This design comes from an exercise in tuning for small area, a short achievable clock period and few clock cycles per item on the open sky130 flow, not from production work.
Only simulation tests tie the RTL to the original design; equivalence was not proved.

## gamma
// nlc_top
module nlc_top (
	input  wire                                          clk,
	input  wire                                          reset,
	input  wire                                          wb_cyc_i,
	input  wire                                          wb_stb_i,
	input  wire                                          wb_we_i,
	input  wire [nlc_pkg::ADR_W-1:0]                     wb_adr_i,
	input  wire [nlc_pkg::WORD_W-1:0]                    wb_dat_i,
	output wire [nlc_pkg::WORD_W-1:0]                    wb_dat_o,
	output wire                                          wb_ack_o,
	input  wire                                          start_i,
	input  wire [nlc_pkg::NUM_CH*nlc_pkg::ADC_W-1:0]     x_adc_i,
	output wire                                          busy_o,
	output wire                                          done_o,
	output wire [nlc_pkg::NUM_CH*nlc_pkg::ADC_W-1:0]     x_lin_o
);
==> module nlc_top, before the edit <==
module nlc_top (
	input  wire                                          clk,
	input  wire                                          reset,
	input  wire                                          wb_cyc_i,
	input  wire                                          wb_stb_i,
	input  wire                                          wb_we_i,
	input  wire [nlc_pkg::ADR_W-1:0]                     wb_adr_i,
	input  wire [nlc_pkg::WORD_W-1:0]                    wb_dat_i,
	output wire [nlc_pkg::WORD_W-1:0]                    wb_dat_o,
	output wire                                          wb_ack_o,
	input  wire                                          start_i,
	input  wire [nlc_pkg::NUM_CH*nlc_pkg::ADC_W-1:0]     x_adc_i,
	output wire                                          busy_o,
	output wire                                          done_o,
	output wire [nlc_pkg::NUM_CH*nlc_pkg::ADC_W-1:0]     x_lin_o
);
	logic                   en;
	logic [PH_W-1:0]        ph;
	logic [PH_W-1:0]        ph_nx;
	logic                   accept;
	logic                   waiting;
	logic                   first;
	logic                   run;
	logic [NUM_UNIT*32-1:0] tap;
	logic [NUM_CH*32-1:0]   c5;
	logic [NUM_CH*16-1:0]   x_q;
	logic [NUM_CH*16-1:0]   x_cur;
	logic                   ld_sb, ld_c5a, ld_c5b, ld_m1, cap, last;
	nlc_step_counter step_counter_i (
		.clk     (clk),
		.en_i    (en),
		.ph_o    (ph),
		.ph_nx_o (ph_nx)
	);
	nlc_seq_fsm seq_fsm_i (
		.clk      (clk),
		.reset    (reset),
		.start_i  (start_i),
		.ph_i     (ph),
		.accept_o (accept),
		.wait_o   (waiting),
		.first_o  (first),
		.run_o    (run),
		.busy_o   (busy_o),
		.done_o   (done_o)
	);
	nlc_param_bank param_bank_i (
		.clk      (clk),
		.reset    (reset),
		.wb_cyc_i (wb_cyc_i),
		.wb_stb_i (wb_stb_i),
		.wb_we_i  (wb_we_i),
		.wb_adr_i (wb_adr_i),
		.wb_dat_i (wb_dat_i),
		.wb_dat_o (wb_dat_o),
		.wb_ack_o (wb_ack_o),
		.busy_i   (busy_o),
		.turn_i   (waiting || run || accept),
		.ph_i     (ph),
		.ph_nx_i  (ph_nx),
		.en_o     (en),
		.tap_o    (tap),
		.c5_o     (c5)
	);
	always_comb begin
		for (int ch = 0; ch < NUM_CH; ch++) begin
			x_cur[ch*16 +: 16] = accept ? x_adc_i[ch*ADC_W +: 16] : x_q[ch*16 +: 16];
		end
	end
	always_ff @(posedge clk) begin
		x_q <= x_cur;
	end
	assign ld_sb  = run && (ph == PH_W'(1));
	assign ld_c5a = run && (ph == PH_W'(2));
	assign ld_c5b = run && (ph == PH_W'(3));
	assign ld_m1  = run && (ph >= PH_W'(4)) && (ph <= PH_W'(11));
	assign cap    = run && ((ph == PH_W'(3)) || (ph == PH_W'(4)));
	assign last   = run && (ph == PH_W'(RING_LEN - 1));
	for (genvar u = 0; u < NUM_UNIT; u++) begin : g_unit
		logic [15:0] one, two, neg;
		logic [15:0] onen, twon, negn;
		logic [31:0] r;
		logic [31:0] rn;
		logic [31:0] rs;
		logic [20:0] ya_q;
		logic [20:0] yb_q;
		nlc_operand_store operand_store_i (
			.clk      (clk),
			.ld_sa_i  (first),
			.ld_sb_i  (ld_sb),
			.ld_c5a_i (ld_c5a),
			.ld_c5b_i (ld_c5b),
			.ld_m1_i  (ld_m1),
			.cap_i    (cap),
			.xa_i     (x_cur[(2*u)*16 +: 16]),
			.xb_i     (x_q[(2*u+1)*16 +: 16]),
			.c5a_i    (c5[(2*u)*32 +: 32]),
			.c5b_i    (c5[(2*u+1)*32 +: 32]),
			.r_i      (r),
			.one_o    (one),
			.two_o    (two),
			.neg_o    (neg),
			.onen_o   (onen),
			.twon_o   (twon),
			.negn_o   (negn)
		);
		nlc_mac_pipe mac_pipe_i (
			.clk  (clk),
			.a    (r),
			.an   (rn),
			.one  (one),
			.two  (two),
			.neg  (neg),
			.onen (onen),
			.twon (twon),
			.negn (negn),
			.c    (tap[u*32 +: 32]),
			.r    (r),
			.rn   (rn),
			.rs   (rs)
		);
		always_ff @(posedge clk) begin
			ya_q <= {{5{r[31]}}, r[31:16]};
			yb_q <= last ? {{5{rs[31]}}, rs[31:16]} : '0;
		end
		assign x_lin_o[(2*u)*ADC_W +: ADC_W]   = ya_q;
		assign x_lin_o[(2*u+1)*ADC_W +: ADC_W] = yb_q;
	end
endmodule
Settings: LEC_CHECK=0, CAP_MARGIN=30, CORE_MARGIN=2, CORE_UTILIZATION=45, CTS_CLUSTER_DIAMETER=100, CTS_CLUSTER_SIZE=24, PLACE_DENSITY=0.55, SLEW_MARGIN=30; clock period 10.0 ns.
standard.sh (not shown) runs the stock make flow with config.mk's settings and CLKGATE_MAP_FILE= SYNTH_SCRIPT=/design/flow/synth_recipe.tcl, a recipe that flattens the netlist after the stock synthesis.
==> flow/flow/run.sh <==
#!/bin/bash
set -euo pipefail
SETUP_MARGIN=6.3
bash standard.sh SETUP_SLACK_MARGIN=$SETUP_MARGIN MAX_REPAIR_ANTENNAS_ITER_DRT=10 finish > standard_make.log 2>&1
The final layout from gamma, which completed every stage, passed the timing, DRC and antenna checks at the end of the flow.
Testbench counts of gamma, summed over its fixed seeds: cycles 2,696, conversions 192.
Input-level comparison between epsilon and gamma:
--- a/flow/design.v
+++ b/flow/design.v
@@ -1967,13 +1967,13 @@
 		.wb_we_i  (wb_we_i),
 		.wb_adr_i (wb_adr_i),
 		.wb_dat_i (wb_dat_i),
 		.wb_dat_o (wb_dat_o),
 		.wb_ack_o (wb_ack_o),
 		.busy_i   (busy_o),
-		.turn_i   (waiting || run || accept),
+		.turn_i   (waiting || run),
 		.ph_i     (ph),
 		.ph_nx_i  (ph_nx),
 		.en_o     (en),
 		.tap_o    (tap),
 		.c5_o     (c5)
 	);
Notes after the runs:
epsilon: full flow OK, the timing, DRC and antenna checks passed. Taking gamma as the reference point, the via count of epsilon rises by 3951. From gamma to epsilon the numbers moved as follows: instance area at placement has remained practically unchanged; number of gates given a new drive strength after cts has decreased; die area has remained practically unchanged; number of distinct library cells after synthesis has increased; critical path depth has increased. epsilon: average detailed-routed wire length per instance 0.16 um above gamma. Comparing gamma with epsilon, the signed area change from the synthesized netlist to the final layout came out essentially unchanged.
Testbench counts of epsilon, summed over its fixed seeds: cycles 2,704, conversions 192.

## what the ideal ports hide
No port has a modelled driver above. Below, the same layouts with a new extraction and two added sets of constraints.
Step 1 sets driving cells, clkbuf_16 on the clock port and buf_2 on the other inputs (assumed; they add their load-dependent delay and slew).
Step 2 adds t to the input delays and takes it off the output delays; t is the mean of the earliest and latest rising clock arrival at the registers after step 1. Input paths then give back, and output paths get back, about the clock's delay inside the block.
Slacks: ideal ports / drivers / drivers and shift; pairs: ideal ports / drivers.
| run | t (ns) | setup slack, ns | worst setup path after step 2 | slew at the worst register clock pin (ns) | pins driven straight from the clock port |
|---|---|---|---|---|---|
| gamma | 1.271 | 6.136 / 6.060 / 5.085 | input to register | 0.11 / 0.11 | 1 |
| epsilon | 1.283 | 6.200 / 6.059 / 5.050 | input to register | 0.11 / 0.11 | 1 |
After both steps every run listed still meets setup and hold. The setup slack of epsilon, which loses most, moves by -0.141 ns with the drivers and by -1.150 ns with both steps.
